Source: an optimization exercise on an open RTL-to-GDS flow (aim: small area). Production flows keep margins and buffers that such runs may drop.
In this exercise RTL edits were held to simulation tests only and were not proved equivalent to the original.
Power figures rest on the tool's default switching activity, not on a simulated workload.

$ cat config.mk
export PLATFORM = sky130hd
export DESIGN_NAME = job_distributor
export DESIGN_NICKNAME = job_distributor
export VERILOG_FILES = /design/flow/design.v
export SDC_FILE = /design/flow/constraint.sdc
export NUM_CORES = 4
export LEC_CHECK = 0
export CAP_MARGIN = 20
export CORE_AREA = 10 10 490 490
export DIE_AREA = 0 0 500 500
export SLEW_MARGIN = 20
$ cat constraint.sdc
create_clock -name core_clock -period 5.0 [get_ports {clk}]
set_input_delay 1.0000 -clock core_clock [delete_from_list [all_inputs] [get_ports {clk}]]
set_output_delay 1.0000 -clock core_clock [all_outputs]
set_load 0.01 [all_outputs]
$ cat design.v
package dist_pkg;
    localparam int NUM_JOB_TYPES = 4;
    localparam int NUM_FTHREADS  = 4;
    localparam int JOB_TY_W      = 2;
    localparam int JOB_W      = 128;
    localparam int OPCODE_W   = 16;
    localparam int ADDR_W     = 58;
    localparam int OFFSET_W   = 32;
    localparam int CMD_W      = 8;
    localparam int PARAM_W    = 16;
    localparam int CMD_LINE_W = CMD_W + ADDR_W + ADDR_W + PARAM_W;
    localparam int JOB_CMD_LSB    = 0;
    localparam int JOB_PARAM_LSB  = 8;
    localparam int JOB_RD_OFS_LSB = 32;
    localparam int JOB_WR_OFS_LSB = 64;
    localparam logic [1:0] DIST_READY    = 2'b00;
    localparam logic [1:0] DIST_SCHEDULE = 2'b01;
    localparam logic [1:0] DIST_SUCCESS  = 2'b10;
    localparam logic [1:0] DIST_FAIL     = 2'b11;
endpackage
module job_distributor (
    input  logic             clk,
    input  logic             rst_n,
    input  logic [4*16-1:0]  fthread_config,
    input  logic             fthread_config_valid,
    input  logic [4*16-1:0]  job_config,
    input  logic             job_config_valid,
    input  logic [3:0]       job_queue_valid,
    input  logic [4*128-1:0] job_queue_data,
    output logic [3:0]       job_queue_ready,
    input  logic [57:0]      ws_base_addr,
    input  logic             ws_base_addr_valid,
    output logic [4*140-1:0] fthread_job,
    output logic [3:0]       fthread_job_valid,
    input  logic [3:0]       fthread_done
);
    logic [3:0][15:0] fthread_opcode;
    logic [3:0][15:0] job_opcode;
    logic [57:0]      base_q;
    always_ff @(posedge clk) begin
        if (fthread_config_valid) fthread_opcode <= fthread_config;
        if (job_config_valid)     job_opcode     <= job_config;
        if (ws_base_addr_valid)   base_q         <= ws_base_addr;
    end
    logic [1:0] phase;
    logic [1:0] cur_type;
    logic [1:0] job_index;
    logic [3:0] busy;
    logic [3:0] pick_q;
    assign job_index = cur_type - 2'd1;
    always_ff @(posedge clk) begin
        if (!rst_n) begin
            phase    <= 2'd0;
            cur_type <= 2'd0;
        end else begin
            if (phase == 2'd0) begin
                cur_type <= cur_type + 2'd1;
                if (job_queue_valid[cur_type]) phase <= 2'd1;
            end else begin
                phase <= phase + 2'd1;
            end
        end
    end
    logic [3:0] avail;
    logic [3:0] pick;
    logic [15:0] type_opcode;
    assign type_opcode = job_opcode[job_index];
    always_comb begin
        for (int f = 0; f < 4; f++) begin
            avail[f] = (type_opcode == fthread_opcode[f]) && !busy[f];
        end
    end
    assign pick = avail & (~avail + 4'd1);
    always_ff @(posedge clk) begin
        if (phase == 2'd1) pick_q <= pick;
    end
    logic [3:0] job_set;
    assign job_set = (phase == 2'd2) ? pick_q : 4'd0;
    always_ff @(posedge clk) begin
        if (!rst_n) begin
            busy <= 4'd0;
        end else begin
            busy <= job_set | (busy & ~fthread_done);
        end
    end
    always_comb begin
        job_queue_ready = 4'd0;
        job_queue_ready[job_index] = (phase == 2'd2) && (|pick_q);
    end
    assign fthread_job_valid = (phase == 2'd3) ? pick_q : 4'd0;
    logic [127:0] sel_word;
    assign sel_word = job_queue_data[job_index*128 +: 128];
    logic [7:0]  cmd_q;
    logic [15:0] param_q;
    logic [32:0] rd_lo_q;
    logic [32:0] wr_lo_q;
    always_ff @(posedge clk) begin
        cmd_q   <= sel_word[7:0];
        param_q <= sel_word[23:8];
        rd_lo_q <= {1'b0, base_q[31:0]} + {1'b0, sel_word[63:32]};
        wr_lo_q <= {1'b0, base_q[31:0]} + {1'b0, sel_word[95:64]};
    end
    logic [25:0] rd_hi;
    logic [25:0] wr_hi;
    assign rd_hi = base_q[57:32] + {25'd0, rd_lo_q[32]};
    assign wr_hi = base_q[57:32] + {25'd0, wr_lo_q[32]};
    logic [139:0] job_line;
    assign job_line = {cmd_q, rd_hi, rd_lo_q[31:0], wr_hi, wr_lo_q[31:0], param_q};
    assign fthread_job = {4{job_line}};
endmodule
$ cat flow/run.sh
#!/bin/bash
# Standard ORFS layout with two changes: port buffers use the smallest
# buffer cell, and CTS inserts no dummy loads. Each tool's output goes to a
# log in the work folder (ORFS also keeps its per-step logs under orfs/logs).
set -euo pipefail
export BUFFER_PORTS_ARGS="-buffer_cell sky130_fd_sc_hd__buf_1"
export CTS_ARGS="-sink_clustering_enable -repair_clock_nets -dont_use_dummy_load"
bash standard.sh > standard.log 2>&1
$ cat standard.sh
#!/bin/bash
# synth_recipe.tcl (not shown) runs the flow's synth.tcl, then flattens the netlist and writes it again
# the make line also repeats each setting of config.mk as NAME=value (left out here)
make -C /OpenROAD-flow-scripts/flow DESIGN_CONFIG=/design/flow/config.mk WORK_HOME=/design/flow/orfs CLKGATE_MAP_FILE= SYNTH_SCRIPT=/design/flow/synth_recipe.tcl "${@:-finish}"
==> results of run 1 <==
logic make-up after synthesis:
kind of cell	Yosys count	synth area share, %
simple gates	261	6.78
xor+xnor	167	7.76
fa+ha+maj	75	5.06
buf+inv	543	20.5
flops	288	40.7
mux	105	12.5
compound gates	193	6.69
registers in the layout, indices dropped and copies added (netlist names):
name / cells
fthread_opcode: 64
job_opcode: 64
base_q: 58
rd_lo_q: 33
wr_lo_q: 33
param_q: 16
cmd_q: 8
busy: 4
pick_q: 4
cur_type: 2
phase: 2
power by group through the flow:
stage	Combinational, mW	Clock (mW)	Sequential (mW)
floorplan	7.59	0	3.63
global placement	10.8	0	3.96
detailed placement	10.8	0	3.99
CTS	10.8	2.72	3.95
global route	11.3	2.77	3.99
finish	10.4	2.54	3.93
path summary, 6_finish.rpt:
path                            startpoint             endpoint
hold reg to reg         busy[1]$_SDFF_PN0_   busy[1]$_SDFF_PN0_
hold / removal          busy[1]$_SDFF_PN0_   busy[1]$_SDFF_PN0_
setup / recovery  cur_type[1]$_SDFFE_PN0P_  rd_lo_q[31]$_DFF_P_
setup reg to reg  cur_type[1]$_SDFFE_PN0P_  rd_lo_q[31]$_DFF_P_
cells in the final DEF, fill, tap and decap left out, drive strengths merged, types with 7 or more instances in the layout:
master,n
a211oi,11
a21boi,8
a21o,30
a21oi,60
and2,9
and3,14
buf,1159
clkbuf,43
dfxtp,98
diode,28
edfxtp,190
ha,73
inv,23
mux4,105
nand2,65
nand2b,11
nand3,27
nand4,19
nor2,67
nor2b,7
nor3,13
nor4,11
o21ai,33
xnor2,84
xor2,83
stage by stage:
| stage | setup WS (ps) | area (um2) | util, % | power [mW] |
|---|---|---|---|---|
| global route | 90.2 | 24500 | 10.7 | 18.1 |
| detailed placement | 172 | 23500 | 10.2 | 14.8 |
| global placement | 117 | 23500 | 10.2 | 14.8 |
| CTS | 187 | 24500 | 10.7 | 17.5 |
| floorplan | 602 | 18900 | - | 11.2 |
| finish | 325 | 24600 | 10.7 | 16.9 |
layer usage:
metal / vias up / GRT usage (%)
li1: 6751 / -
met1: 7437 / 11.1
met2: 1190 / 18.7
met3: 274 / 4.89
met4: 70 / 3.31
met5: - / 0
worst max-delay path: cells and delay by family (launching register included):
family                   cells  cell delay (ps)
AND/OR/NAND/NOR              1              140
buffers and inverters        4              730
AO/OA/AOI/OAI                6             1920
multiplexers                 1              440
XOR/XNOR                     1              150
flip-flops                   1              360
adder cells (fa/ha/maj)      2              780
Yosys cell counts, types with 2 or more instances:
library cell | number | area, um2
sky130_fd_sc_hd__and3_1 | 14 | 87.6
sky130_fd_sc_hd__inv_1 | 22 | 82.6
sky130_fd_sc_hd__buf_4 | 484 | 3630
sky130_fd_sc_hd__a21o_1 | 30 | 225
sky130_fd_sc_hd__ha_1 | 73 | 913
sky130_fd_sc_hd__nor4_1 | 10 | 62.6
sky130_fd_sc_hd__buf_2 | 6 | 30.0
sky130_fd_sc_hd__or3_1 | 6 | 37.5
sky130_fd_sc_hd__o31a_1 | 2 | 17.5
sky130_fd_sc_hd__xnor2_1 | 84 | 736
sky130_fd_sc_hd__nor3b_1 | 3 | 22.5
sky130_fd_sc_hd__o41ai_1 | 2 | 17.5
sky130_fd_sc_hd__o22ai_1 | 2 | 12.5
sky130_fd_sc_hd__a211oi_1 | 11 | 82.6
sky130_fd_sc_hd__clkbuf_1 | 13 | 48.8
sky130_fd_sc_hd__nand4_1 | 19 | 119
sky130_fd_sc_hd__o211a_1 | 2 | 20.0
sky130_fd_sc_hd__and4_1 | 3 | 26.3
sky130_fd_sc_hd__o31ai_1 | 3 | 22.5
sky130_fd_sc_hd__mux4_2 | 105 | 2360
sky130_fd_sc_hd__or2_2 | 4 | 25.0
sky130_fd_sc_hd__nor2_1 | 67 | 251
sky130_fd_sc_hd__fa_1 | 2 | 40.0
sky130_fd_sc_hd__nand3_1 | 27 | 135
sky130_fd_sc_hd__o22a_1 | 2 | 17.5
sky130_fd_sc_hd__dfxtp_1 | 98 | 1960
sky130_fd_sc_hd__o21a_1 | 4 | 30.0
sky130_fd_sc_hd__edfxtp_1 | 190 | 5710
sky130_fd_sc_hd__o21ai_1 | 2 | 10.0
sky130_fd_sc_hd__nor2b_1 | 7 | 43.8
sky130_fd_sc_hd__o21bai_1 | 6 | 45.0
sky130_fd_sc_hd__nand2_1 | 64 | 240
sky130_fd_sc_hd__buf_1 | 16 | 60.1
sky130_fd_sc_hd__a21boi_0 | 6 | 45.0
sky130_fd_sc_hd__o2111ai_1 | 4 | 35.0
sky130_fd_sc_hd__o211ai_1 | 5 | 37.5
sky130_fd_sc_hd__and2_1 | 9 | 56.3
sky130_fd_sc_hd__o21ai_0 | 31 | 155
sky130_fd_sc_hd__a41oi_1 | 2 | 17.5
sky130_fd_sc_hd__a21oi_1 | 60 | 300
sky130_fd_sc_hd__nor3_1 | 13 | 65.1
sky130_fd_sc_hd__a31oi_1 | 4 | 25.0
sky130_fd_sc_hd__nand2b_1 | 11 | 68.8
sky130_fd_sc_hd__xor2_1 | 83 | 727
area by class of cell:
type	count	area share, %
inverter	23	0.351
tap	3026	15.4
antenna	28	0.285
timing repair buffer	1161	18.7
multi-input combinational	801	29.8
clock buffer	41	4.18
sequential	288	31.2
==> out/qor.txt, run 1 <==
GRT
----------------------------------------------------------------------------------------------------
Antenna violations before repair                                                                 141
Remaining global-route overflow                                                                    0
Wire length of the first global-routing pass                                                  173 mm
Vias in the first global route                                                                 16400
Largest net degree at the start of global routing                                                 65
Global-route usage over all layers                                                             10.5%

CELLS AND AREA
----------------------------------------------------------------------------------------------------
Share of post-route cells with drive strength above 1                                          8.86%
Synthesis-to-layout area growth                                                                30.3%
Net count of the finished layout                                                                3102
Area taken by flip-flops and latches                                                        7670 um2
Footprint of the multi-input gates                                                          7330 um2
Final standard cell count with taps included and fillers excluded                               5368
Fill cell total of the finished layout                                                         26500

DIE
----------------------------------------------------------------------------------------------------
Die Width                                                                                     500 um
Die span in y                                                                                 500 um
Die Area                                                                                  250000 um2
Number of rows in the core area                                                                  176
Standard cell core area                                                                   230000 um2
Effective utilization at floorplan                                                             8.21%
Number of top-level pins                                                                        1279

PWR
----------------------------------------------------------------------------------------------------
Net switching component of the power                                                         8.57 mW
Fraction of power consumed by combinational cells                                              61.6%
Peak supply drop                                                                            0.442 mV
Proportion of total power due to net switching                                                 50.8%
Internal power                                                                               8.31 mW
Register share of total power                                                                  23.3%
Clock power frac                                                                               15.0%
Standby leakage power                                                                        7.64 nW
Pwr/cell area                                                                             687 nW/um2

CLOCKING
----------------------------------------------------------------------------------------------------
CTS tree                                                                                        done
Number of instances resized during post-cts repair                                                 0
Clock root buffer                                                                       sky130_fd_sc_hd__clkbuf_16
Clock buffer count from CTS                                                                       41
Clock insertion delay at the later pin of the skew report                                     640 ps
Hold buffer count at cts                                                                           0
Number of H-tree levels                                                                            2
Number of buffers on the longest clock path                                                        3
Post CTS Setup Buffer Count                                                                        0
Clock-pin slew reported for the worst setup and hold paths after clock tree synthesis          60 ps
Number of clock sinks seen by CTS                                                                288

ROUTING
----------------------------------------------------------------------------------------------------
Violation count after the first detailed-routing iteration                                      1184
Routed wl met2                                                                               68.3 mm
Via density per instance                                                                        2.93
Antenna violation net count after detailed routing                                                 0
Count of TritonRoute iterations in the first routing pass                                          5
Highest layer used for signal routing                                                           met5
Wire length after detailed routing                                                            139 mm
Metal3 WL                                                                                    17.1 mm
Remaining design rule violation count                                                              0
Routed wire length per instance                                                              26.0 um
Routed metal-1 wirelength                                                                    48.9 mm
Vias                                                                                           15700

SETUP PATH
----------------------------------------------------------------------------------------------------
Cell Chain, Critical Path                                                               inv_1 > ha_4 > buf_12 > mux4_2 > ha_1 > a211oi_1 > nor2_1 > o31ai_1 > o31ai_1 > buf_4 > o211ai_1 > buf_4 > a311oi_1 > a221oi_1 > xnor2_1
Number of cells on the worst reg-to-reg path                                                      15
Maximum fanout encountered on the critical timing path                                            14
Kind of start point of the critical path                                                   flip-flop
Worst EP required                                                                            5540 ps
Peak per-stage delay on the critical path                                                     710 ps
Endpoint class of the critical path                                                        flip-flop
Flop2flop setup slack                                                                         330 ps
Critical setup path kind                                                                  reg -> reg
Critical path arrival                                                                        5220 ps
Critical-path top delay cell                                                            sky130_fd_sc_hd__o31ai_1

TIMING
----------------------------------------------------------------------------------------------------
Fraction of the cycle the final worst path needs                                               93.5%
Least-Margin Pin Slew                                                                         952 ps
Final-layout worst hold slack                                                                 506 ps
Rel. slew slack                                                                                36.5%
Number of pins with negative max-slew slack in the final report                                    0
Clock skew                                                                                   73.5 ps
Achievable Freq                                                                              214 MHz
RSZ-0062 raised after global routing                                                           false
Number of setup violations in the final report                                                     0
Number of hold violations in the final report                                                      0
Min cycle time layout                                                                        4670 ps
Fin Setup TNS                                                                                   0 ps

LOGIC SYNTHESIS
----------------------------------------------------------------------------------------------------
Total standard cell area after synthesis                                                   18900 um2
Syn_area_per_cell                                                                           11.6 um2
Gate count of the mapped netlist                                                                1632
Number of flops mapped to enable cells by yosys                                                  190
Synthesized netlist net count                                                                   2418
Share of the yosys chip area belonging to registers                                            40.7%
Cell variety after synth                                                                          65
Yosys warns                                                                                        1
Most used DFF post-synth                                                                sky130_fd_sc_hd__edfxtp_1
Post-synthesis sequential element count                                                          288
Post-synth ARST share                                                                             0%

PLACEMENT
----------------------------------------------------------------------------------------------------
Total of buffers placed on input and output ports                                               1118
Placed insts                                                                                    5299
Placer congestion estimate                                                                     0.954
Detailed placement HPWL                                                                       127 mm

HOLD PATH
----------------------------------------------------------------------------------------------------
Number of stages on the worst hold path                                                            2
Min-delay worst type                                                                      reg -> reg

FLOW RUN
----------------------------------------------------------------------------------------------------
MaxCap Viol Count                                                                                  0

RUN STATUS
----------------------------------------------------------------------------------------------------
Result of the run                                                   no timing/DRC/antenna violations

==> inputs of run 2 (changes only) <==
--- a/flow/run.sh
+++ b/flow/run.sh
@@ -4,5 +4,5 @@
 # log in the work folder (ORFS also keeps its per-step logs under orfs/logs).
 set -euo pipefail
 export BUFFER_PORTS_ARGS="-buffer_cell sky130_fd_sc_hd__buf_1"
-export CTS_ARGS="-sink_clustering_enable -repair_clock_nets -dont_use_dummy_load"
+export CTS_ARGS="-sink_clustering_enable -repair_clock_nets -dont_use_dummy_load -buf_list sky130_fd_sc_hd__clkbuf_4"
 bash standard.sh > standard.log 2>&1
--- a/config.mk
+++ b/config.mk
@@ -6,6 +6,7 @@
 export NUM_CORES = 4
 export LEC_CHECK = 0
 export CAP_MARGIN = 20
-export CORE_AREA = 10 10 490 490
-export DIE_AREA = 0 0 500 500
+export CORE_AREA = 5 5 375 375
+export CTS_BUF_LIST = sky130_fd_sc_hd__clkbuf_4
+export DIE_AREA = 0 0 380 380
 export SLEW_MARGIN = 20
==> out/qor.txt, run 2 <==
TIMING
----------------------------------------------------------------------------------------------------
Number of pins with negative max-slew slack in the final report                                    0   unchanged
Achievable Freq                                                                              214 MHz   +0.15%
Clock skew                                                                                    130 ps   +56.6 ps
Least-Margin Pin Slew                                                                        1100 ps   +151 ps
Fraction of the cycle the final worst path needs                                               93.4%   -0.14 points
Number of hold violations in the final report                                                      0   unchanged
Rel. slew slack                                                                                26.4%   -10 points
Fin Setup TNS                                                                                   0 ps   unchanged
Min cycle time layout                                                                        4670 ps   -6.86 ps
Number of setup violations in the final report                                                     0   unchanged
RSZ-0062 raised after global routing                                                           false
Final-layout worst hold slack                                                                 239 ps   -267 ps

CELLS AND AREA
----------------------------------------------------------------------------------------------------
Most frequent cells in the layout                                                       1115 x sky130_fd_sc_hd__buf_1, 190 x sky130_fd_sc_hd__edfxtp_1, 105 x sky130_fd_sc_hd__mux4_2, 97 x sky130_fd_sc_hd__dfxtp_1, 94 x sky130_fd_sc_hd__clkbuf_4
Registers with the highest flip-flop counts                                             fthread_opcode: 64 flops, job_opcode: 64 flops, base_q: 58 flops
Share of post-route cells with drive strength above 1                                          10.4%   +1.6 points
Area taken by flip-flops and latches                                                        7670 um2   unchanged
Final standard cell count with taps included and fillers excluded                               4161   -22%
Fill cell total of the finished layout                                                         15200   -43%
Net count of the finished layout                                                                3140   +1.2%
Footprint of the multi-input gates                                                          7350 um2   +0.27%
Most frequent standard cell in the layout excluding fill and tap cells                  sky130_fd_sc_hd__buf_1
Synthesis-to-layout area growth                                                                19.7%

ROUTING
----------------------------------------------------------------------------------------------------
Wire length after detailed routing                                                            104 mm   -26%
Antenna violation net count after detailed routing                                                 1   +1
Highest layer used for signal routing                                                           met5
Via density per instance                                                                        3.73   +27%
Metal3 WL                                                                                    11.4 mm   -34%
Routed wire length per instance                                                              24.9 um   -4.1%
Remaining design rule violation count                                                              0   unchanged
Count of TritonRoute iterations in the first routing pass                                          5   unchanged
Routed wl met2                                                                               50.1 mm   -27%
Routed metal-1 wirelength                                                                    38.2 mm   -22%
Violation count after the first detailed-routing iteration                                       970   -18%
Vias                                                                                           15500   -1.3%

PWR
----------------------------------------------------------------------------------------------------
Clock power frac                                                                               12.2%   -2.8 points
Peak supply drop                                                                            0.319 mV   -28%
Standby leakage power                                                                        7.49 nW   -2.0%
Pwr/cell area                                                                             677 nW/um2   -1.5%
Internal power                                                                               7.55 mW   -9.1%
Proportion of total power due to net switching                                                 50.6%   -0.16 points
Register share of total power                                                                  28.1%   +4.8 points
Net switching component of the power                                                         7.73 mW   -9.7%
Fraction of power consumed by combinational cells                                              59.6%   -2.0 points

PLACEMENT
----------------------------------------------------------------------------------------------------
Detailed placement HPWL                                                                      90.3 mm   -29%
Placed insts                                                                                    4039   -24%
Total of buffers placed on input and output ports                                               1118   unchanged
Placer congestion estimate                                                                     0.933   -2.1%

DIE
----------------------------------------------------------------------------------------------------
Die Area                                                                                  144000 um2   -42%
Standard cell core area                                                                   136000 um2   -41%
Number of top-level pins                                                                        1279   unchanged
Effective utilization at floorplan                                                             13.9%   +5.7 points
Die Width                                                                                     380 um   -24%
Die span in y                                                                                 380 um   -24%
Number of rows in the core area                                                                  135   -23%

LOGIC SYNTHESIS
----------------------------------------------------------------------------------------------------
Yosys warns                                                                                        1   unchanged
Commonest cells post-synth                                                              484 x sky130_fd_sc_hd__buf_4, 190 x sky130_fd_sc_hd__edfxtp_1, 105 x sky130_fd_sc_hd__mux4_2
Synth top area share                                                                           30.3%   unchanged
Number of flops mapped to enable cells by yosys                                                  190   unchanged
Leading area contributor after synthesis                                                sky130_fd_sc_hd__edfxtp_1
Cells taking the most area after synthesis                                              sky130_fd_sc_hd__edfxtp_1 30%, sky130_fd_sc_hd__buf_4 19%, sky130_fd_sc_hd__mux4_2 13%
Share of the yosys chip area belonging to registers                                            40.7%   unchanged
Synthesized netlist net count                                                                   2418   unchanged
Cell variety after synth                                                                          65   unchanged
Post-synthesis sequential element count                                                          288   unchanged
Total standard cell area after synthesis                                                   18900 um2   unchanged
Most used DFF post-synth                                                                sky130_fd_sc_hd__edfxtp_1
Syn_area_per_cell                                                                           11.6 um2   unchanged
Post-synth ARST share                                                                             0%   unchanged
Gate count of the mapped netlist                                                                1632   unchanged
Top-count cell post-synth                                                               sky130_fd_sc_hd__buf_4

HOLD PATH
----------------------------------------------------------------------------------------------------
Min-delay worst type                                                                       in -> reg

CLOCKING
----------------------------------------------------------------------------------------------------
Clock insertion delay at the later pin of the skew report                                     930 ps   +290 ps
Clock buffer count from CTS                                                                       93   +130%
CTS tree                                                                                        done
Clock root buffer                                                                       sky130_fd_sc_hd__clkbuf_4
Number of H-tree levels                                                                            3   +1
Number of clock sinks seen by CTS                                                                288   unchanged
Clock-pin slew reported for the worst setup and hold paths after clock tree synthesis          60 ps   about the same
Number of buffers on the longest clock path                                                        3   unchanged
Post CTS Setup Buffer Count                                                                        0   unchanged

RUN STATUS
----------------------------------------------------------------------------------------------------
SO Viols                                                                                antenna rules
Result of the run                                                                       failed layout checks

SETUP PATH
----------------------------------------------------------------------------------------------------
Cell Chain, Critical Path                                                               ha_1 > ha_1 > nand3_1 > nor2_1 > nand2_1 > xnor2_1 > buf_1
Reg-to-reg critical path endpoint                                                       rd_lo_q[31]$_DFF_P_
Worst setup startpoint                                                                  rd_lo_q[32]$_DFF_P_
Count of cell instances traversed by the critical path                                             7   -8
Critical setup path kind                                                                  reg -> out
Largest delay share family, worst path                                                  simple AND/OR/NAND/NOR gates
Maximum fanout encountered on the critical timing path                                             7   -7
Flop2flop setup slack                                                                         420 ps   +90 ps
Buf+Inv Stages, Crit Path                                                                          1   -3
Endpoint class of the critical path                                                     primary output
Worst r2r src                                                                           cur_type[1]$_SDFFE_PN0P_
Critical Path End                                                                       fthread_job[118]
Number of cells on the worst reg-to-reg path                                                      14   -1
Worst EP required                                                                            4000 ps   -1540 ps
Most common cell type on the critical path                                              sky130_fd_sc_hd__ha_1
Kind of start point of the critical path                                                   flip-flop
Peak per-stage delay on the critical path                                                     720 ps   about the same
Critical-path top delay cell                                                            sky130_fd_sc_hd__xnor2_1
Critical path arrival                                                                        3670 ps   -1550 ps

GRT
----------------------------------------------------------------------------------------------------
Wire length of the first global-routing pass                                                  135 mm   -22%
Remaining global-route overflow                                                                    0   unchanged
Largest net degree at the start of global routing                                                 59   -9.2%
Vias in the first global route                                                                 15900   -3.1%
Antenna violations before repair                                                                  58   -59%
Global-route usage over all layers                                                             13.7%   +3.1 points

FLOW RUN
----------------------------------------------------------------------------------------------------
MaxCap Viol Count                                                                                  0   unchanged

==> run 2: worst min-delay path by stage <==
stage          slack (ps)                from  cells after the start                            to
2_1_floorplan         450  busy[1]$_SDFF_PN0_                      2            busy[1]$_SDFF_PN0_
3_3_place_gp          470  busy[0]$_SDFF_PN0_                      2            busy[0]$_SDFF_PN0_
3_5_place_dp          480  busy[1]$_SDFF_PN0_                      2            busy[1]$_SDFF_PN0_
4_1_cts                 2      job_config[53]                      1      job_opcode[53]$_DFFE_PP_
5_1_grt                60      job_config[16]                      1      job_opcode[16]$_DFFE_PP_
6_report              240  fthread_config[20]                      1  fthread_opcode[20]$_DFFE_PP_
==> run 2: kinds of logic after synthesis <==
kind of cell	share of synthesized area [%]
AO/OA/AOI/OAI	6.69
XOR/XNOR	7.76
adder cells (fa/ha/maj)	5.06
buffers and inverters	20.5
flip-flops	40.7
multiplexers	12.5
AND/OR/NAND/NOR	6.78
==> run 2: metrics by stage <==
stage | util [%] | power, mW | area [um2] | setup WS, ps
finish | 16.6 | 15.3 | 22600 | 332
CTS | 16.6 | 15.7 | 22500 | 77.1
detailed placement | 16.0 | 13.6 | 21800 | 396
floorplan | - | 11.2 | 18900 | 602
global placement | 16.0 | 13.6 | 21800 | 412
global route | 16.6 | 16.4 | 22500 | 35.5
==> run 2: routing by layer <==
| metal | vias up | track usage [%] |
|---|---|---|
| met1 | 7447 | 15.0 |
| met5 | - | 0 |
| met4 | 44 | 4.93 |
| met3 | 211 | 6.17 |
| li1 | 6865 | - |
| met2 | 949 | 23.3 |
==> run 2: layout make-up <==
cell class                 instances  area share [%]
sequential                       288            34.0
multi-input combinational        801            32.6
timing repair buffer            1147            19.8
tap                             1781            9.87
clock buffer                      93            3.09
inverter                          23           0.382
antenna                           28           0.310
==> run 2: timing repair <==
action / CTS / global route
endpoints found under the hold margin: 1 / 0
hold buffers: 1 / 0
setup endpoints to repair: 1 / 0
resized for setup: 1 / 0
==> run 2: power by group through the flow <==
stage / Clock [mW] / Sequential (mW) / Combinational (mW)
global route: 2.13 / 4.41 / 9.89
finish: 1.86 / 4.30 / 9.11
floorplan: 0 / 3.63 / 7.59
CTS: 2.04 / 4.35 / 9.32
global placement: 0 / 4.37 / 9.27
detailed placement: 0 / 4.38 / 9.25
==> inputs of run 3 (changes only) <==
--- a/flow/run.sh
+++ b/flow/run.sh
@@ -5,4 +5,5 @@
 set -euo pipefail
 export BUFFER_PORTS_ARGS="-buffer_cell sky130_fd_sc_hd__buf_1"
 export CTS_ARGS="-sink_clustering_enable -repair_clock_nets -dont_use_dummy_load -buf_list sky130_fd_sc_hd__clkbuf_4"
+export PLACE_PINS_ARGS="-min_distance 1 -min_distance_in_tracks"
 bash standard.sh > standard.log 2>&1
--- a/config.mk
+++ b/config.mk
@@ -6,7 +6,7 @@
 export NUM_CORES = 4
 export LEC_CHECK = 0
 export CAP_MARGIN = 20
-export CORE_AREA = 5 5 375 375
+export CORE_AREA = 5 5 245 245
 export CTS_BUF_LIST = sky130_fd_sc_hd__clkbuf_4
-export DIE_AREA = 0 0 380 380
+export DIE_AREA = 0 0 250 250
 export SLEW_MARGIN = 20
==> out/qor.txt, run 3 <==
CLOCKING
----------------------------------------------------------------------------------------------------
Number of H-tree levels                                                                            3   unchanged
Number of clock sinks seen by CTS                                                                288   unchanged
Post CTS Setup Buffer Count                                                                        0   unchanged
Clock buffer count from CTS                                                                       81   -13%
Number of instances resized during post-cts repair                                                 0   -1
Hold buffer count at cts                                                                           0   -1
CTS tree                                                                                        done
Clock root buffer                                                                       sky130_fd_sc_hd__clkbuf_4
Number of buffers on the longest clock path                                                        3   unchanged
Clock-pin slew reported for the worst setup and hold paths after clock tree synthesis          70 ps   about the same
Clock insertion delay at the later pin of the skew report                                     830 ps   -100 ps

ROUTING
----------------------------------------------------------------------------------------------------
Via density per instance                                                                        4.93   +32%
Routed wire length per instance                                                              21.2 um   -15%
Violation count after the first detailed-routing iteration                                      1104   +14%
Vias                                                                                           15300   -1.3%
Count of TritonRoute iterations in the first routing pass                                          7   +2
Remaining design rule violation count                                                              0   unchanged
Wire length after detailed routing                                                           65.8 mm   -36%
Antenna violation net count after detailed routing                                                 0   -1

CELLS AND AREA
----------------------------------------------------------------------------------------------------
Synthesis-to-layout area growth                                                                11.4%
Most frequent standard cell in the layout excluding fill and tap cells                  sky130_fd_sc_hd__buf_1
Share of post-route cells with drive strength above 1                                          9.17%   -1.2 points
Net count of the finished layout                                                                3110   -0.96%
Registers with the highest flip-flop counts                                             fthread_opcode: 64 flops, job_opcode: 64 flops, base_q: 58 flops
Most frequent cells in the layout                                                       1115 x sky130_fd_sc_hd__buf_1, 190 x sky130_fd_sc_hd__edfxtp_1, 105 x sky130_fd_sc_hd__mux4_2, 97 x sky130_fd_sc_hd__dfxtp_1, 84 x sky130_fd_sc_hd__xnor2_1

GRT
----------------------------------------------------------------------------------------------------
Remaining global-route overflow                                                                    0   unchanged
Global-route usage over all layers                                                             19.6%   +5.9 points
Largest net degree at the start of global routing                                                 48   -19%
Wire length of the first global-routing pass                                                 94.2 mm   -30%
Antenna violations before repair                                                                  29   -50%
Vias in the first global route                                                                 15500   -2.3%

LOGIC SYNTHESIS
----------------------------------------------------------------------------------------------------
Synthesized netlist net count                                                                   2418   unchanged
Xor-xnor portion of the synthesized cell area                                                  7.76%   unchanged
Most used DFF post-synth                                                                sky130_fd_sc_hd__edfxtp_1
Cells taking the most area after synthesis                                              sky130_fd_sc_hd__edfxtp_1 30%, sky130_fd_sc_hd__buf_4 19%, sky130_fd_sc_hd__mux4_2 13%
Multiplexer area fraction after synthesis                                                      12.5%   unchanged
Main combinational cell family by area after synthesis                                  buffers and inverters
Commonest cells post-synth                                                              484 x sky130_fd_sc_hd__buf_4, 190 x sky130_fd_sc_hd__edfxtp_1, 105 x sky130_fd_sc_hd__mux4_2
Compound-cell area share of the yosys netlist                                                  6.69%   unchanged
Post-synth ARST share                                                                             0%   unchanged
Syn_area_per_cell                                                                           11.6 um2   unchanged
Cell variety after synth                                                                          65   unchanged
Top-count cell post-synth                                                               sky130_fd_sc_hd__buf_4
Post-synthesis sequential element count                                                          288   unchanged
Synth top area share                                                                           30.3%   unchanged
Number of flops mapped to enable cells by yosys                                                  190   unchanged
Post-synthesis share of cell area spent on and, or, nand and nor gates                         6.78%   unchanged
Total standard cell area after synthesis                                                   18900 um2   unchanged
Leading area contributor after synthesis                                                sky130_fd_sc_hd__edfxtp_1
Share of the yosys chip area belonging to registers                                            40.7%   unchanged
Gate count of the mapped netlist                                                                1632   unchanged
Yosys warns                                                                                        1   unchanged
Adder-Cell Fraction of Synth Area                                                              5.06%   unchanged

DIE
----------------------------------------------------------------------------------------------------
Number of rows in the core area                                                                   88   -35%
Standard cell core area                                                                    57400 um2   -58%
Die span in y                                                                                 250 um   -34%
Die Area                                                                                   62500 um2   -57%
Effective utilization at floorplan                                                             32.9%   +19 points
Die Width                                                                                     250 um   -34%
Number of top-level pins                                                                        1279   unchanged

SETUP PATH
----------------------------------------------------------------------------------------------------
Maximum fanout encountered on the critical timing path                                            25   +18
Critical setup path kind                                                                  reg -> reg
Endpoint class of the critical path                                                        flip-flop
Worst EP required                                                                            5670 ps   +1670 ps
Critical path arrival                                                                        5000 ps   +1330 ps
Kind of start point of the critical path                                                   flip-flop

PWR
----------------------------------------------------------------------------------------------------
Register share of total power                                                                  27.1%   -1.0 points
Clock power frac                                                                               11.6%   -0.6 points
Pwr/cell area                                                                             660 nW/um2   -2.4%
Internal power                                                                               7.33 mW   -2.8%
Fraction of power consumed by combinational cells                                              61.3%   +1.7 points
Proportion of total power due to net switching                                                 47.1%   -3.5 points
Peak supply drop                                                                            0.307 mV   -3.8%
Standby leakage power                                                                        7.33 nW   -2.1%
Net switching component of the power                                                         6.54 mW   -15%

PLACEMENT
----------------------------------------------------------------------------------------------------
Detailed placement HPWL                                                                      55.3 mm   -39%
Total of buffers placed on input and output ports                                               1118   unchanged
Placer congestion estimate                                                                     0.967   +3.6%

TIMING
----------------------------------------------------------------------------------------------------
Number of setup violations in the final report                                                     0   unchanged
Fin Setup TNS                                                                                   0 ps   unchanged
Achievable Freq                                                                              231 MHz   +7.9%
Rel. slew slack                                                                                39.1%   +13 points
Number of hold violations in the final report                                                      0   unchanged
Min cycle time layout                                                                        4330 ps   -340 ps
Final-layout worst hold slack                                                                 329 ps   +90.2 ps
Fraction of the cycle the final worst path needs                                               86.5%   -6.8 points
RSZ-0062 raised after global routing                                                           false
Least-Margin Pin Slew                                                                         914 ps   -190 ps
Clock skew                                                                                    123 ps   -7.09 ps
Number of pins with negative max-slew slack in the final report                                    0   unchanged

FLOW RUN
----------------------------------------------------------------------------------------------------
MaxCap Viol Count                                                                                  0   unchanged

HOLD PATH
----------------------------------------------------------------------------------------------------
Min-delay worst type                                                                       in -> reg

RUN STATUS
----------------------------------------------------------------------------------------------------
Result of the run                                                   no timing/DRC/antenna violations

run 3: changes by cell type in the layout (fill, tap and decap cells not counted), moves of 2 or more:
cell,change
sky130_fd_sc_hd__diode_2,-8
sky130_fd_sc_hd__buf_12,-2
sky130_fd_sc_hd__buf_4,-15
sky130_fd_sc_hd__clkbuf_4,-13
run 3: worst max-delay path: stages, from the launching register on:
cell,delay [ps]
sky130_fd_sc_hd__dfxtp_1,370
sky130_fd_sc_hd__inv_1,90
sky130_fd_sc_hd__ha_4,530
sky130_fd_sc_hd__mux4_2,380
sky130_fd_sc_hd__ha_1,240
sky130_fd_sc_hd__fa_1,420
sky130_fd_sc_hd__a21oi_1,350
sky130_fd_sc_hd__nor3_1,140
sky130_fd_sc_hd__nor4_2,470
sky130_fd_sc_hd__a211oi_1,240
sky130_fd_sc_hd__o2111ai_1,250
sky130_fd_sc_hd__nand2_1,160
sky130_fd_sc_hd__o41ai_1,440
sky130_fd_sc_hd__xnor2_1,170
run 3: power by group through the flow:
stage | registers (mW) | logic, mW | clock network (mW)
final | 3.76 | 8.50 | 1.61
after global routing | 3.84 | 9.18 | 1.80
after CTS | 3.76 | 8.53 | 1.70
after detailed placement | 3.80 | 8.48 | 0
after global placement | 3.77 | 8.43 | 0
after floorplan | 3.63 | 7.59 | 0
run 3: area by class of cell:
cell class              count  area (um2)
fillers                  5676       36400
flip-flops and latches    288        7670
diodes                     20        50.0
clock buffers              81         608
repair buffers           1129        4310
well taps                 765         957
inverters                  23        86.3
multi-input cells         801        7330
run 3: logic make-up after synthesis:
group	Yosys count
mux	105
compound gates	193
xor+xnor	167
fa+ha+maj	75
flops	288
simple gates	261
buf+inv	543
run 3: layer usage:
metal,track usage (%),share of wire (%),vias to the layer above
li1,-,-,6782
met1,22.0,36,7092
met2,30.8,46,1142
met3,8.19,12,279
met4,12.4,6.2,22
met5,0,0.21,-
run 3: final timing paths:
| check | startpoint | endpoint | slack, ps | depth (start not counted) |
|---|---|---|---|---|
| worst min-delay path | job_config[7] | job_opcode[7]$_DFFE_PP_ | 330 | 1 |
| worst max-delay path | cur_type[1]$_SDFFE_PN0P_ | wr_lo_q[30]$_DFF_P_ | 670 | 13 |
| worst max register to register | cur_type[1]$_SDFFE_PN0P_ | wr_lo_q[30]$_DFF_P_ | 670 | 13 |
| worst min register to register | busy[0]$_SDFF_PN0_ | busy[0]$_SDFF_PN0_ | 490 | 2 |
run 3: stage by stage:
step	utilization, %	setup WS, ps	power, mW	instances	cell area, um2
after floorplan	-	602	11.2	1632	18900
after global placement	35.5	581	12.2	3006	20400
after detailed placement	35.5	580	12.3	3006	20400
after CTS	36.5	679	14.0	3087	21000
after global routing	36.6	404	14.8	3102	21000
final	36.6	673	13.9	3107	21000
==> inputs of run 4 (changes only) <==
==> run.sh (new file) <==
#!/bin/bash
# synth_recipe.tcl (not shown) runs the flow's synth.tcl, then flattens the netlist and writes it again
# the make line also repeats each setting of config.mk as NAME=value (left out here)
make -C /OpenROAD-flow-scripts/flow DESIGN_CONFIG=/design/flow/config.mk WORK_HOME=/design/flow/orfs CLKGATE_MAP_FILE= SYNTH_SCRIPT=/design/flow/synth_recipe.tcl finish
--- a/config.mk
+++ b/config.mk
@@ -6,7 +6,6 @@
 export NUM_CORES = 4
 export LEC_CHECK = 0
 export CAP_MARGIN = 20
-export CORE_AREA = 5 5 245 245
-export CTS_BUF_LIST = sky130_fd_sc_hd__clkbuf_4
-export DIE_AREA = 0 0 250 250
+export CORE_AREA = 10 10 490 490
+export DIE_AREA = 0 0 500 500
 export SLEW_MARGIN = 20
removed: flow/run.sh
removed: standard.sh
==> out/qor.txt, run 4 <==
PWR
----------------------------------------------------------------------------------------------------
Clock power frac                                                                               15.5%   +3.9 points
Fraction of power consumed by combinational cells                                              64.8%   +3.5 points
Pwr/cell area                                                                             624 nW/um2   -5.5%
Proportion of total power due to net switching                                                 44.1%   -3.0 points
Internal power                                                                               11.3 mW   +54%
Net switching component of the power                                                         8.90 mW   +36%
Standby leakage power                                                                        11.1 nW   +51%
Peak supply drop                                                                            0.333 mV   +8.4%
Register share of total power                                                                  19.7%   -7.4 points

ROUTING
----------------------------------------------------------------------------------------------------
Routed metal-1 wirelength                                                                    53.5 mm   +130%
Count of TritonRoute iterations in the first routing pass                                          5   -2
Violation count after the first detailed-routing iteration                                      1068   -3.3%
Routed wl met2                                                                               70.3 mm   +130%
Via density per instance                                                                        2.91   -41%
Routed wire length per instance                                                              26.2 um   +24%
Vias                                                                                           15800   +3.5%
Antenna violation net count after detailed routing                                                 0   unchanged
Highest layer used for signal routing                                                           met5
Metal3 WL                                                                                    14.2 mm   +79%
Remaining design rule violation count                                                              0   unchanged
Wire length after detailed routing                                                            143 mm   +120%

LOGIC SYNTHESIS
----------------------------------------------------------------------------------------------------
Post-synthesis share of cell area spent on and, or, nand and nor gates                         6.78%   unchanged
Share of the yosys chip area belonging to registers                                            40.7%   unchanged
Top-count cell post-synth                                                               sky130_fd_sc_hd__buf_4
Synth top area share                                                                           30.3%   unchanged
Total standard cell area after synthesis                                                   18900 um2   unchanged
Post-synthesis sequential element count                                                          288   unchanged
Yosys warns                                                                                        1   unchanged
Gate count of the mapped netlist                                                                1632   unchanged
Main combinational cell family by area after synthesis                                  buffers and inverters
Cell variety after synth                                                                          65   unchanged
Syn_area_per_cell                                                                           11.6 um2   unchanged
Post-synth ARST share                                                                             0%   unchanged
Synthesized netlist net count                                                                   2418   unchanged
Multiplexer area fraction after synthesis                                                      12.5%   unchanged
Cells taking the most area after synthesis                                              sky130_fd_sc_hd__edfxtp_1 30%, sky130_fd_sc_hd__buf_4 19%, sky130_fd_sc_hd__mux4_2 13%
Most used DFF post-synth                                                                sky130_fd_sc_hd__edfxtp_1
Leading area contributor after synthesis                                                sky130_fd_sc_hd__edfxtp_1
Adder-Cell Fraction of Synth Area                                                              5.06%   unchanged
Xor-xnor portion of the synthesized cell area                                                  7.76%   unchanged
Compound-cell area share of the yosys netlist                                                  6.69%   unchanged
Number of flops mapped to enable cells by yosys                                                  190   unchanged
Commonest cells post-synth                                                              484 x sky130_fd_sc_hd__buf_4, 190 x sky130_fd_sc_hd__edfxtp_1, 105 x sky130_fd_sc_hd__mux4_2

CLOCKING
----------------------------------------------------------------------------------------------------
Clock insertion delay at the later pin of the skew report                                     650 ps   -180 ps
Number of clock sinks seen by CTS                                                                288   unchanged
CTS tree                                                                                        done
Hold buffer count at cts                                                                           0   unchanged
Clock root buffer                                                                       sky130_fd_sc_hd__clkbuf_16
Number of H-tree levels                                                                            2   -1
Number of buffers on the longest clock path                                                        3   unchanged
Number of instances resized during post-cts repair                                                 0   unchanged
Clock buffer count from CTS                                                                       41   -49%
Post CTS Setup Buffer Count                                                                        0   unchanged
Clock-pin slew reported for the worst setup and hold paths after clock tree synthesis          60 ps   about the same

CELLS AND AREA
----------------------------------------------------------------------------------------------------
Most frequent cells in the layout                                                       1115 x sky130_fd_sc_hd__clkdlybuf4s50_1, 190 x sky130_fd_sc_hd__edfxtp_1, 105 x sky130_fd_sc_hd__mux4_2, 97 x sky130_fd_sc_hd__dfxtp_1, 84 x sky130_fd_sc_hd__xnor2_1
Fill cell total of the finished layout                                                         25700   +350%
Most frequent standard cell in the layout excluding fill and tap cells                  sky130_fd_sc_hd__clkdlybuf4s50_1
Final instance area                                                                        32300 um2   +54%
Share of post-route cells with drive strength above 1                                          11.6%   +2.4 points
Final standard cell count with taps included and fillers excluded                               5450   +75%
Net count of the finished layout                                                                3146   +1.2%
Registers with the highest flip-flop counts                                             fthread_opcode: 64 flops, job_opcode: 64 flops, base_q: 58 flops
Util after Layout                                                                              14.1%   -23 points
Synthesis-to-layout area growth                                                                71.5%

GRT
----------------------------------------------------------------------------------------------------
Antenna violations before repair                                                                 101   +250%
Vias in the first global route                                                                 16900   +8.9%
Wire length of the first global-routing pass                                                  178 mm   +89%
Largest net degree at the start of global routing                                                 65   +35%
Remaining global-route overflow                                                                    0   unchanged
Global-route usage over all layers                                                             10.8%   -8.8 points

SETUP PATH
----------------------------------------------------------------------------------------------------
Critical setup path kind                                                                  reg -> out
Worst r2r src                                                                           cur_type[1]$_SDFFE_PN0P_
Worst EP required                                                                            4000 ps   -1670 ps
Maximum fanout encountered on the critical timing path                                             8   -68%
Kind of start point of the critical path                                                   flip-flop
Worst setup startpoint                                                                  base_q[41]$_DFFE_PP_
Critical path arrival                                                                        3850 ps   -1150 ps
Endpoint class of the critical path                                                     primary output

PLACEMENT
----------------------------------------------------------------------------------------------------
Placed insts                                                                                    5343   +78%
Total of buffers placed on input and output ports                                               1118   unchanged
Post-detailed-placement cell area                                                          30900 um2   +52%
Placer congestion estimate                                                                     0.947   -2.0%
Detailed placement HPWL                                                                       129 mm   +130%

HOLD PATH
----------------------------------------------------------------------------------------------------
Hold Path Origin                                                                        busy[0]$_SDFF_PN0_
Min-delay worst type                                                                      reg -> reg

DIE
----------------------------------------------------------------------------------------------------
Die Area                                                                                  250000 um2   +300%
Number of rows in the core area                                                                  176   +100%
Standard cell core area                                                                   230000 um2   +300%
Die span in y                                                                                 500 um   +100%
Number of top-level pins                                                                        1279   unchanged
Effective utilization at floorplan                                                             8.21%   -25 points
Die Width                                                                                     500 um   +100%

TIMING
----------------------------------------------------------------------------------------------------
Min cycle time layout                                                                        4850 ps   +521 ps
Fraction of the cycle the final worst path needs                                               97.0%   +10 points
Number of hold violations in the final report                                                      0   unchanged
Rel. slew slack                                                                                36.1%   -3.0 points
Achievable Freq                                                                              206 MHz   -11%
Number of pins with negative max-slew slack in the final report                                    0   unchanged
Least-Margin Pin Slew                                                                         951 ps   +37.2 ps
Final-layout worst hold slack                                                                 510 ps   +180 ps
Clock skew                                                                                   24.9 ps   -98.0 ps
RSZ-0062 raised after global routing                                                           false
Number of setup violations in the final report                                                     0   unchanged

RUN STATUS
----------------------------------------------------------------------------------------------------
Result of the run                                                   no timing/DRC/antenna violations

FLOW RUN
----------------------------------------------------------------------------------------------------
MaxCap Viol Count                                                                                  0   unchanged

==> run 4: cell families after synthesis <==
family	after synthesis
xor+xnor	167
fa+ha+maj	75
buf+inv	543
compound gates	193
flops	288
mux	105
simple gates	261
==> run 4: critical path, cell delays in order, from the launching register on <==
cell                              delay [ps]
sky130_fd_sc_hd__edfxtp_1                500
sky130_fd_sc_hd__and4_1                  280
sky130_fd_sc_hd__and3_1                  230
sky130_fd_sc_hd__and3_1                  310
sky130_fd_sc_hd__nand3_1                 210
sky130_fd_sc_hd__or2_2                   370
sky130_fd_sc_hd__nor2_1                  120
sky130_fd_sc_hd__xor2_1                  510
sky130_fd_sc_hd__clkdlybuf4s50_1         670
==> run 4: stage by stage <==
step,total power [mW],worst slack [ps],TNS (ps)
final,20.2,151,0
after global routing,21.4,8.86,0
after CTS,20.8,20.5,0
after detailed placement,17.5,-359,-1740
after global placement,17.4,-312,-1450
after floorplan,11.2,602,0
==> run 4: worst paths after layout <==
| check | slack (ps) | to | cells after the start |
|---|---|---|---|
| worst max-delay path | 150 | fthread_job[346] | 8 |
| worst min-delay path | 510 | busy[0]$_SDFF_PN0_ | 2 |
| worst max register to register | 460 | rd_lo_q[27]$_DFF_P_ | 14 |
| worst min register to register | 510 | busy[0]$_SDFF_PN0_ | 2 |
==> run 4: power groups by stage <==
stage                     Sequential (mW)  Clock, mW  Combinational [mW]
final                                3.97       3.14                13.1
after global routing                 4.04       3.38                14.0
after CTS                            3.99       3.31                13.5
after detailed placement             4.03          0                13.5
after global placement               4.00          0                13.4
after floorplan                      3.63          0                7.59
==> run 4: layout make-up <==
type,instances,area (um2),area share (%)
antenna,32,80.1,0.248
clock buffer,46,1050,3.26
clock inverter,29,347,1.07
inverter,23,86.3,0.267
multi-input combinational,801,7350,22.7
sequential,288,7670,23.7
tap,3026,3790,11.7
timing repair buffer,1205,12000,37.0
==> run 4: per-layer routing <==
metal | GRT usage (%) | vias to the layer above
met3 | 4.05 | 219
met2 | 19.1 | 1079
li1 | - | 6898
met5 | 0 | -
met4 | 3.52 | 38
met1 | 11.9 | 7613

-- re-timing with driven ports --
The flow's constraints put no driver on any port. The routed layouts listed below were extracted and timed again, unchanged, in two steps. Step 1: set_driving_cell puts a clkbuf_16 on clk and a buf_2 on each other input, an assumption about the parent block. Step 2 adds t to the input delays and takes it off the output delays; t is the mean of the earliest and latest rising clock arrival at the registers after step 1. Input paths then give back, and output paths get back, about the clock's delay inside the block. Slacks: no drivers / after step 1 / after step 2; pairs: no drivers / after step 1.
| run | shift t [ns] | slack for setup (ns) | worst setup path after step 2 | clock arrival spread, ns | cell pins on the clock port's net |
|---|---|---|---|---|---|
| run 1 | 0.680 | 0.325 / 0.306 / 0.108 | input to register | 0.076 / 0.076 | 1 |
| run 2 | 0.916 | 0.332 / 0.278 / 0.322 | input to register | 0.133 / 0.133 | 1 |
| run 3 | 0.821 | 0.673 / 0.673 / 0.444 | input to register | 0.123 / 0.123 | 1 |
| run 4 | 0.709 | 0.151 / 0.082 / -0.204 | input to register | 0.026 / 0.026 | 1 |
Met with ideal ports but missed after step 2: setup timing in run 4. For run 4, which loses most, drivers alone change the setup slack by -0.069 ns; drivers and shift together by -0.355 ns.
